From an optimization exercise on the open Yosys and OpenROAD flow, aimed at small area and a short achievable clock period; shortcuts taken in it are not production practice. Where RTL was checked, it was by simulation tests only, not by an equivalence proof against the original. Power figures rest on the tool's default switching activity, not on a simulated workload.

==> 12-19: inputs <==
// exec_core_top
module exec_core_top (
    input  logic                clk,
    input  logic                rst,
    input  logic                in_valid,
    input  rv32i_pkg::word_t    in_inst,
    input  rv32i_pkg::word_t    in_pc,
    input  logic                wb_en,
    input  rv32i_pkg::reg_idx_t wb_rd,
    input  rv32i_pkg::word_t    wb_data,
    output logic                ex_valid,
    output rv32i_pkg::word_t    ex_inst,
    output rv32i_pkg::word_t    ex_pc,
    output rv32i_pkg::reg_idx_t ex_rd,
    output rv32i_pkg::word_t    ex_alu_out,
    output logic                ex_br_en,
    output rv32i_pkg::word_t    ex_rs2_v
);
    logic [31:0] rf [1:31];
    logic [31:0] wd;
    assign wd = rst ? 32'd0 : wb_data;
    for (genvar g = 1; g < 32; g++) begin : g_rf
        always_ff @(posedge clk) begin
            if (rst || (wb_en && wb_rd == g)) rf[g] <= wd;
        end
    end
    logic [6:0] opc;
    logic [2:0] f3;
    logic is_lui, is_auipc, is_jal, is_jalr, is_br, is_load, is_store, is_imm, is_reg;
    logic op_ok, pc_op;
  ...
==> module exec_core_top, before the edit <==
module exec_core_top (
    input  logic                clk,
    input  logic                rst,
    input  logic                in_valid,
    input  rv32i_pkg::word_t    in_inst,
    input  rv32i_pkg::word_t    in_pc,
    input  logic                wb_en,
    input  rv32i_pkg::reg_idx_t wb_rd,
    input  rv32i_pkg::word_t    wb_data,
    output logic                ex_valid,
    output rv32i_pkg::word_t    ex_inst,
    output rv32i_pkg::word_t    ex_pc,
    output rv32i_pkg::reg_idx_t ex_rd,
    output rv32i_pkg::word_t    ex_alu_out,
    output logic                ex_br_en,
    output rv32i_pkg::word_t    ex_rs2_v
);
    logic [31:0] rf [1:31];
    logic [31:0] wd;
    assign wd = rst ? 32'd0 : wb_data;
    for (genvar g = 1; g < 32; g++) begin : g_rf
        always_ff @(posedge clk) begin
            if (rst || (wb_en && wb_rd == g)) rf[g] <= wd;
        end
    end
    logic [6:0] opc;
    logic [2:0] f3;
    logic is_lui, is_auipc, is_jal, is_jalr, is_br, is_load, is_store, is_imm, is_reg;
    logic op_ok, pc_op;
    logic [4:0] ra, rb;
    logic [31:0] rs1_sel, rs2_sel;
    logic [31:0] a_v, b_v;
    assign opc = in_inst[6:0];
    assign f3  = in_inst[14:12];
    assign ra  = in_inst[19:15];
    assign rb  = in_inst[24:20];
    assign is_lui   = opc == 7'b0110111;
    assign is_auipc = opc == 7'b0010111;
    assign is_jal   = opc == 7'b1101111;
    assign is_jalr  = opc == 7'b1100111;
    assign is_br    = opc == 7'b1100011;
    assign is_load  = opc == 7'b0000011;
    assign is_store = opc == 7'b0100011;
    assign is_imm   = opc == 7'b0010011;
    assign is_reg   = opc == 7'b0110011;
    assign op_ok    = is_lui | is_auipc | is_jal | is_jalr | is_br | is_load |
                      is_store | is_imm | is_reg;
    assign pc_op    = is_auipc | is_jal | is_jalr;
    always_comb begin
        for (int i = 0; i < 32; i++) begin
            rs1_sel[i] = (ra == i) && !pc_op && !is_lui;
            rs2_sel[i] = (rb == i);
        end
    end
    always_comb begin
        a_v = pc_op ? in_pc : 32'd0;
        b_v = 32'd0;
        for (int i = 1; i < 32; i++) begin
            a_v = a_v | (rf[i] & {32{rs1_sel[i]}});
            b_v = b_v | (rf[i] & {32{rs2_sel[i]}});
        end
    end
    logic id_valid;
    logic [31:0] id_inst, id_pc, id_a, id_b;
    logic id_b_rs2, id_b_i, id_b_s, id_b_u, id_b_4;
    logic id_sub, id_r_add, id_r_sll, id_r_sr, id_r_xor, id_r_or, id_r_and;
    logic id_c_eq, id_c_uns, id_c_inv, id_c_zero;
    logic alu_fn;   
    assign alu_fn = is_imm | is_reg;
    always_ff @(posedge clk) begin
        id_valid <= !rst && in_valid && op_ok;
        id_inst  <= in_inst;
        id_pc    <= in_pc;
        id_a     <= a_v;
        id_b     <= b_v;
        id_b_rs2 <= !(is_load | is_imm | is_store | is_lui | is_auipc | is_jal | is_jalr);
        id_b_i   <= is_load | is_imm;
        id_b_s   <= is_store;
        id_b_u   <= is_lui | is_auipc;
        id_b_4   <= is_jal | is_jalr;
        id_sub   <= is_reg && f3 == 3'b000 && in_inst[30];
        id_r_add <= !alu_fn || f3 == 3'b000 || f3 == 3'b010 || f3 == 3'b011;
        id_r_sll <= alu_fn && f3 == 3'b001;
        id_r_sr  <= alu_fn && f3 == 3'b101;
        id_r_xor <= alu_fn && f3 == 3'b100;
        id_r_or  <= alu_fn && f3 == 3'b110;
        id_r_and <= alu_fn && f3 == 3'b111;
        id_c_eq  <= is_br && !f3[2];
        id_c_uns <= is_br ? f3[1] : f3[0];
        id_c_inv <= is_br && f3[0];
        id_c_zero <= is_br && f3[2:1] == 2'b01;
    end
    logic [31:0] opb, sum, shl, shr, res;
    logic lt, eq, br;
    always_comb begin
        opb = ({32{id_b_rs2}} & id_b)
            | ({32{id_b_i}}   & {{20{id_inst[31]}}, id_inst[31:20]})
            | ({32{id_b_s}}   & {{20{id_inst[31]}}, id_inst[31:25], id_inst[11:7]})
            | ({32{id_b_u}}   & {id_inst[31:12], 12'd0})
            | ({32{id_b_4}}   & 32'd4);
    end
    assign sum = id_sub ? id_a - opb : id_a + opb;
    assign shl = id_a << opb[4:0];
    assign shr = 32'($signed({id_inst[30] & id_a[31], id_a}) >>> opb[4:0]);
    always_comb begin
        res = ({32{id_r_add}} & sum)
            | ({32{id_r_sll}} & shl)
            | ({32{id_r_sr}}  & shr)
            | ({32{id_r_xor}} & (id_a ^ opb))
            | ({32{id_r_or}}  & (id_a | opb))
            | ({32{id_r_and}} & (id_a & opb));
    end
    assign eq = id_a == opb;
    assign lt = id_c_uns ? (id_a < opb) : ($signed(id_a) < $signed(opb));
    assign br = !id_c_zero && ((id_c_eq ? eq : lt) ^ id_c_inv);
    always_ff @(posedge clk) begin
        ex_valid   <= !rst && id_valid;
        ex_inst    <= id_inst;
        ex_pc      <= id_pc;
        ex_alu_out <= res;
        ex_br_en   <= br;
        ex_rs2_v   <= id_b;
    end
    assign ex_rd = ex_inst[11:7];
endmodule
make LEC_CHECK=0 CAP_MARGIN=20 CORE_MARGIN=2 CORE_UTILIZATION=30 SLEW_MARGIN=20 finish   # period 5.5 ns
run.sh (not shown) runs the stock make flow with config.mk's settings and CLKGATE_MAP_FILE= SYNTH_SCRIPT=/design/flow/synth_recipe.tcl, a recipe that flattens the netlist after the stock synthesis.
==> 08-13: changes against 12-19 <==
--- a/flow/design.v
+++ b/flow/design.v
@@ -80,3 +80,3 @@
     logic [31:0] rs1_sel, rs2_sel;
-    logic [31:0] a_v, b_v;
+    logic [31:0] rs1_v, a_v, b_v;
     assign opc = in_inst[6:0];
@@ -99,3 +99,3 @@
         for (int i = 0; i < 32; i++) begin
-            rs1_sel[i] = (ra == i) && !pc_op && !is_lui;
+            rs1_sel[i] = (ra == i);
             rs2_sel[i] = (rb == i);
@@ -103,17 +103,30 @@
     end
+    logic alu_fn;   
+    logic use_rs2, sub;
+    logic [31:0] imm, opb_v;
+    assign alu_fn  = is_imm | is_reg;
+    assign use_rs2 = is_reg | is_br;
+    assign sub     = (is_reg && f3 == 3'b000 && in_inst[30]) || is_br ||
+                     (alu_fn && f3[2:1] == 2'b01);
     always_comb begin
-        a_v = pc_op ? in_pc : 32'd0;
-        b_v = 32'd0;
+        imm = ({32{is_load | is_imm}}     & {{20{in_inst[31]}}, in_inst[31:20]})
+            | ({32{is_store}}             & {{20{in_inst[31]}}, in_inst[31:25], in_inst[11:7]})
+            | ({32{is_lui | is_auipc}}    & {in_inst[31:12], 12'd0})
+            | ({32{is_jal | is_jalr}}     & 32'd4);
+    end
+    always_comb begin
+        rs1_v = 32'd0;
+        b_v   = 32'd0;
         for (int i = 1; i < 32; i++) begin
-            a_v = a_v | (rf[i] & {32{rs1_sel[i]}});
-            b_v = b_v | (rf[i] & {32{rs2_sel[i]}});
+            rs1_v = rs1_v | (rf[i] & {32{rs1_sel[i]}});
+            b_v   = b_v   | (rf[i] & {32{rs2_sel[i]}});
         end
+        a_v = ({32{pc_op}} & in_pc) | ({32{!pc_op && !is_lui}} & rs1_v);
+        opb_v = (use_rs2 ? b_v : imm) ^ {32{sub}};
     end
     logic id_valid;
-    logic [31:0] id_inst, id_pc, id_a, id_b;
-    logic id_b_rs2, id_b_i, id_b_s, id_b_u, id_b_4;
+    logic [31:0] id_inst, id_pc, id_a, id_b, id_p, id_g;
+    logic [4:0]  id_sh;
     logic id_sub, id_r_add, id_r_sll, id_r_sr, id_r_xor, id_r_or, id_r_and;
     logic id_c_eq, id_c_uns, id_c_inv, id_c_zero;
-    logic alu_fn;   
-    assign alu_fn = is_imm | is_reg;
     always_ff @(posedge clk) begin
@@ -124,8 +137,6 @@
         id_b     <= b_v;
-        id_b_rs2 <= !(is_load | is_imm | is_store | is_lui | is_auipc | is_jal | is_jalr);
-        id_b_i   <= is_load | is_imm;
-        id_b_s   <= is_store;
-        id_b_u   <= is_lui | is_auipc;
-        id_b_4   <= is_jal | is_jalr;
-        id_sub   <= is_reg && f3 == 3'b000 && in_inst[30];
+        id_p     <= a_v ^ opb_v;
+        id_g     <= a_v & opb_v;
+        id_sh    <= opb_v[4:0];
+        id_sub   <= sub;
         id_r_add <= !alu_fn || f3 == 3'b000 || f3 == 3'b010 || f3 == 3'b011;
@@ -141,24 +152,35 @@
     end
-    logic [31:0] opb, sum, shl, shr, res;
-    logic lt, eq, br;
+    logic [31:0] sum, shl, shr, lgc, res;
+    logic cout, lt, eq, br;
+    logic [32:0] gg [0:6];
+    logic [32:0] pp [0:6];
     always_comb begin
-        opb = ({32{id_b_rs2}} & id_b)
-            | ({32{id_b_i}}   & {{20{id_inst[31]}}, id_inst[31:20]})
-            | ({32{id_b_s}}   & {{20{id_inst[31]}}, id_inst[31:25], id_inst[11:7]})
-            | ({32{id_b_u}}   & {id_inst[31:12], 12'd0})
-            | ({32{id_b_4}}   & 32'd4);
+        gg[0] = {id_g, id_sub};
+        pp[0] = {id_p, 1'b0};
+        for (int l = 0; l < 6; l++) begin
+            for (int k = 0; k < 33; k++) begin
+                if (k >= (1 << l)) begin
+                    gg[l+1][k] = gg[l][k] | (pp[l][k] & gg[l][k - (1 << l)]);
+                    pp[l+1][k] = pp[l][k] & pp[l][k - (1 << l)];
+                end else begin
+                    gg[l+1][k] = gg[l][k];
+                    pp[l+1][k] = pp[l][k];
+                end
+            end
+        end
     end
-    assign sum = id_sub ? id_a - opb : id_a + opb;
-    assign shl = id_a << opb[4:0];
-    assign shr = 32'($signed({id_inst[30] & id_a[31], id_a}) >>> opb[4:0]);
+    assign sum  = id_p ^ gg[6][31:0];
+    assign cout = gg[6][32];
+    assign shl  = id_a << id_sh;
+    assign shr  = 32'($signed({id_inst[30] & id_a[31], id_a}) >>> id_sh);
     always_comb begin
-        res = ({32{id_r_add}} & sum)
-            | ({32{id_r_sll}} & shl)
+        lgc = ({32{id_r_sll}} & shl)
             | ({32{id_r_sr}}  & shr)
-            | ({32{id_r_xor}} & (id_a ^ opb))
-            | ({32{id_r_or}}  & (id_a | opb))
-            | ({32{id_r_and}} & (id_a & opb));
+            | ({32{id_r_xor}} & id_p)
+            | ({32{id_r_or}}  & (id_p | id_g))
+            | ({32{id_r_and}} & id_g);
+        res = id_r_add ? sum : lgc;
     end
-    assign eq = id_a == opb;
-    assign lt = id_c_uns ? (id_a < opb) : ($signed(id_a) < $signed(opb));
+    assign eq = &id_p;
+    assign lt = id_c_uns ? !cout : (cout ^ id_p[31]);
     assign br = !id_c_zero && ((id_c_eq ? eq : lt) ^ id_c_inv);
CORE_UTILIZATION = 40   (was 30)
SETUP_SLACK_MARGIN = 2.8   (was not set)
==> 05-11: changes against 12-19 <==
--- a/flow/design.v
+++ b/flow/design.v
@@ -80,3 +80,3 @@
     logic [31:0] rs1_sel, rs2_sel;
-    logic [31:0] a_v, b_v;
+    logic [31:0] rs1_v, a_v, b_v;
     assign opc = in_inst[6:0];
@@ -99,3 +99,3 @@
         for (int i = 0; i < 32; i++) begin
-            rs1_sel[i] = (ra == i) && !pc_op && !is_lui;
+            rs1_sel[i] = (ra == i);
             rs2_sel[i] = (rb == i);
@@ -103,17 +103,30 @@
     end
+    logic alu_fn;   
+    logic use_rs2, sub;
+    logic [31:0] imm, opb_v;
+    assign alu_fn  = is_imm | is_reg;
+    assign use_rs2 = is_reg | is_br;
+    assign sub     = (is_reg && f3 == 3'b000 && in_inst[30]) || is_br ||
+                     (alu_fn && f3[2:1] == 2'b01);
     always_comb begin
-        a_v = pc_op ? in_pc : 32'd0;
-        b_v = 32'd0;
+        imm = ({32{is_load | is_imm}}     & {{20{in_inst[31]}}, in_inst[31:20]})
+            | ({32{is_store}}             & {{20{in_inst[31]}}, in_inst[31:25], in_inst[11:7]})
+            | ({32{is_lui | is_auipc}}    & {in_inst[31:12], 12'd0})
+            | ({32{is_jal | is_jalr}}     & 32'd4);
+    end
+    always_comb begin
+        rs1_v = 32'd0;
+        b_v   = 32'd0;
         for (int i = 1; i < 32; i++) begin
-            a_v = a_v | (rf[i] & {32{rs1_sel[i]}});
-            b_v = b_v | (rf[i] & {32{rs2_sel[i]}});
+            rs1_v = rs1_v | (rf[i] & {32{rs1_sel[i]}});
+            b_v   = b_v   | (rf[i] & {32{rs2_sel[i]}});
         end
+        a_v = ({32{pc_op}} & in_pc) | ({32{!pc_op && !is_lui}} & rs1_v);
+        opb_v = (use_rs2 ? b_v : imm) ^ {32{sub}};
     end
     logic id_valid;
-    logic [31:0] id_inst, id_pc, id_a, id_b;
-    logic id_b_rs2, id_b_i, id_b_s, id_b_u, id_b_4;
+    logic [31:0] id_inst, id_pc, id_a, id_b, id_p, id_g;
+    logic [4:0]  id_sh;
     logic id_sub, id_r_add, id_r_sll, id_r_sr, id_r_xor, id_r_or, id_r_and;
     logic id_c_eq, id_c_uns, id_c_inv, id_c_zero;
-    logic alu_fn;   
-    assign alu_fn = is_imm | is_reg;
     always_ff @(posedge clk) begin
@@ -124,8 +137,6 @@
         id_b     <= b_v;
-        id_b_rs2 <= !(is_load | is_imm | is_store | is_lui | is_auipc | is_jal | is_jalr);
-        id_b_i   <= is_load | is_imm;
-        id_b_s   <= is_store;
-        id_b_u   <= is_lui | is_auipc;
-        id_b_4   <= is_jal | is_jalr;
-        id_sub   <= is_reg && f3 == 3'b000 && in_inst[30];
+        id_p     <= a_v ^ opb_v;
+        id_g     <= a_v & opb_v;
+        id_sh    <= opb_v[4:0];
+        id_sub   <= sub;
         id_r_add <= !alu_fn || f3 == 3'b000 || f3 == 3'b010 || f3 == 3'b011;
@@ -141,24 +152,35 @@
     end
-    logic [31:0] opb, sum, shl, shr, res;
-    logic lt, eq, br;
+    logic [31:0] sum, shl, shr, lgc, res;
+    logic cout, lt, eq, br;
+    logic [32:0] gg [0:6];
+    logic [32:0] pp [0:6];
     always_comb begin
-        opb = ({32{id_b_rs2}} & id_b)
-            | ({32{id_b_i}}   & {{20{id_inst[31]}}, id_inst[31:20]})
-            | ({32{id_b_s}}   & {{20{id_inst[31]}}, id_inst[31:25], id_inst[11:7]})
-            | ({32{id_b_u}}   & {id_inst[31:12], 12'd0})
-            | ({32{id_b_4}}   & 32'd4);
+        gg[0] = {id_g, id_sub};
+        pp[0] = {id_p, 1'b0};
+        for (int l = 0; l < 6; l++) begin
+            for (int k = 0; k < 33; k++) begin
+                if (k >= (1 << l)) begin
+                    gg[l+1][k] = gg[l][k] | (pp[l][k] & gg[l][k - (1 << l)]);
+                    pp[l+1][k] = pp[l][k] & pp[l][k - (1 << l)];
+                end else begin
+                    gg[l+1][k] = gg[l][k];
+                    pp[l+1][k] = pp[l][k];
+                end
+            end
+        end
     end
-    assign sum = id_sub ? id_a - opb : id_a + opb;
-    assign shl = id_a << opb[4:0];
-    assign shr = 32'($signed({id_inst[30] & id_a[31], id_a}) >>> opb[4:0]);
+    assign sum  = id_p ^ gg[6][31:0];
+    assign cout = gg[6][32];
+    assign shl  = id_a << id_sh;
+    assign shr  = 32'($signed({id_inst[30] & id_a[31], id_a}) >>> id_sh);
     always_comb begin
-        res = ({32{id_r_add}} & sum)
-            | ({32{id_r_sll}} & shl)
+        lgc = ({32{id_r_sll}} & shl)
             | ({32{id_r_sr}}  & shr)
-            | ({32{id_r_xor}} & (id_a ^ opb))
-            | ({32{id_r_or}}  & (id_a | opb))
-            | ({32{id_r_and}} & (id_a & opb));
+            | ({32{id_r_xor}} & id_p)
+            | ({32{id_r_or}}  & (id_p | id_g))
+            | ({32{id_r_and}} & id_g);
+        res = id_r_add ? sum : lgc;
     end
-    assign eq = id_a == opb;
-    assign lt = id_c_uns ? (id_a < opb) : ($signed(id_a) < $signed(opb));
+    assign eq = &id_p;
+    assign lt = id_c_uns ? !cout : (cout ^ id_p[31]);
     assign br = !id_c_zero && ((id_c_eq ? eq : lt) ^ id_c_inv);
CORE_UTILIZATION = 40   (was 30)
CTS_BUF_LIST = sky130_fd_sc_hd__clkbuf_8   (was not set)
SETUP_SLACK_MARGIN = 3.0   (was not set)
==> run notes <==
| quantity | 08-13 | 12-19 | 05-11 |
|---|---|---|---|
| Result of the run | complete, no violations | complete, no violations | complete, no violations |
| P per Cell Area | 345.5 nW/um^2 | 405.9 nW/um^2 | 337.3 nW/um^2 |
| Detail Route met2 WL | 121500 um | 123900 um | 122200 um |
| Worst-Skew Late Latency | 0.81 ns | 0.82 ns | 1.02 ns |
| Fraction of the mapped netlist area in simple logic gates | 7.301% | 7.757% | 7.301% |
| Worst setup skew after layout | 0.02627 ns | 0.03649 ns | 0.08033 ns |
| Layout cells sized above 1 | 30.14% | 13.24% | 37.36% |
| Placement Setup Slack | 0.4435 ns | 0.5059 ns | 0.6420 ns |
| Area overhead of the layout relative to synthesis | 33.87% | 22.29% | 35.90% |
| Wire length on met1 | 92210 um | 100200 um | 94110 um |
| Number of iterations in the first detailed-routing pass | 28 | 14 | 22 |
| Clock transition at the registers of the reported paths | 0.06 ns | 0.06 ns | 0.07 ns |
| Post-Syn Area per Cell | 13.50 um^2 | 13.06 um^2 | 13.50 um^2 |
| Power in combinational cells | 3.41 mW | 5.40 mW | 3.62 mW |
| Count of placed standard cells including taps | 6104 | 6890 | 6085 |
| Number of multi-input combinational cells | 2464 | 2567 | 2465 |
| Die W | 376.5 um | 434.4 um | 376.5 um |
| Internal power summed over all cells | 18.52 mW | 18.97 mW | 18.00 mW |
| Share of the synthesized area in the top cell type | 53.67% | 53.61% | 53.67% |
| Fraction of synthesized area in multiplexers | 3.988% | 3.004% | 3.988% |
| Synth Area in Compound Gates | 18.46% | 20.06% | 18.46% |
| Area of all placed cells without fillers | 74310 um^2 | 67950 um^2 | 75440 um^2 |
| Pin count of the biggest net entering global routing | 63 | 73 | 62 |
| Critical path startpoint category | input port | flop | flop |
| Cell Area, Placed | 62580 um^2 | 62940 um^2 | 62910 um^2 |
| Adder-cell share of the synthesized area | 0.7439% | 2.256% | 0.7439% |
Function not checked in 12-19: the RTL went through the layout flow alone.

[static timing again, ports no longer ideal]
No port has a modelled driver above. Below, the same layouts with a new extraction and two added sets of constraints.
Step 1 sets driving cells, clkbuf_16 on the clock port and buf_2 on the other inputs (assumed; they add their load-dependent delay and slew).
Step 2 also shifts input and output timing later by t, the mid clock arrival at the registers, as if the neighbouring blocks saw the same clock.
a / b / c = no drivers / after step 1 / after step 2; a / b = the first two.
run	shift t [ns]	slack for setup (ns)	clock arrival spread, ns	worst data-port slew with drivers (ns)
12-19	0.881	0.615 / 0.615 / 0.449	0.045 / 0.044	0.12
08-13	0.871	2.619 / 2.613 / 1.741	0.035 / 0.035	0.18
05-11	1.058	2.750 / 2.750 / 1.710	0.088 / 0.088	0.17
After both steps setup and hold are still met in every run listed. For 05-11, which loses most, drivers alone change the setup slack by 0.000 ns; drivers and shift together by -1.040 ns.
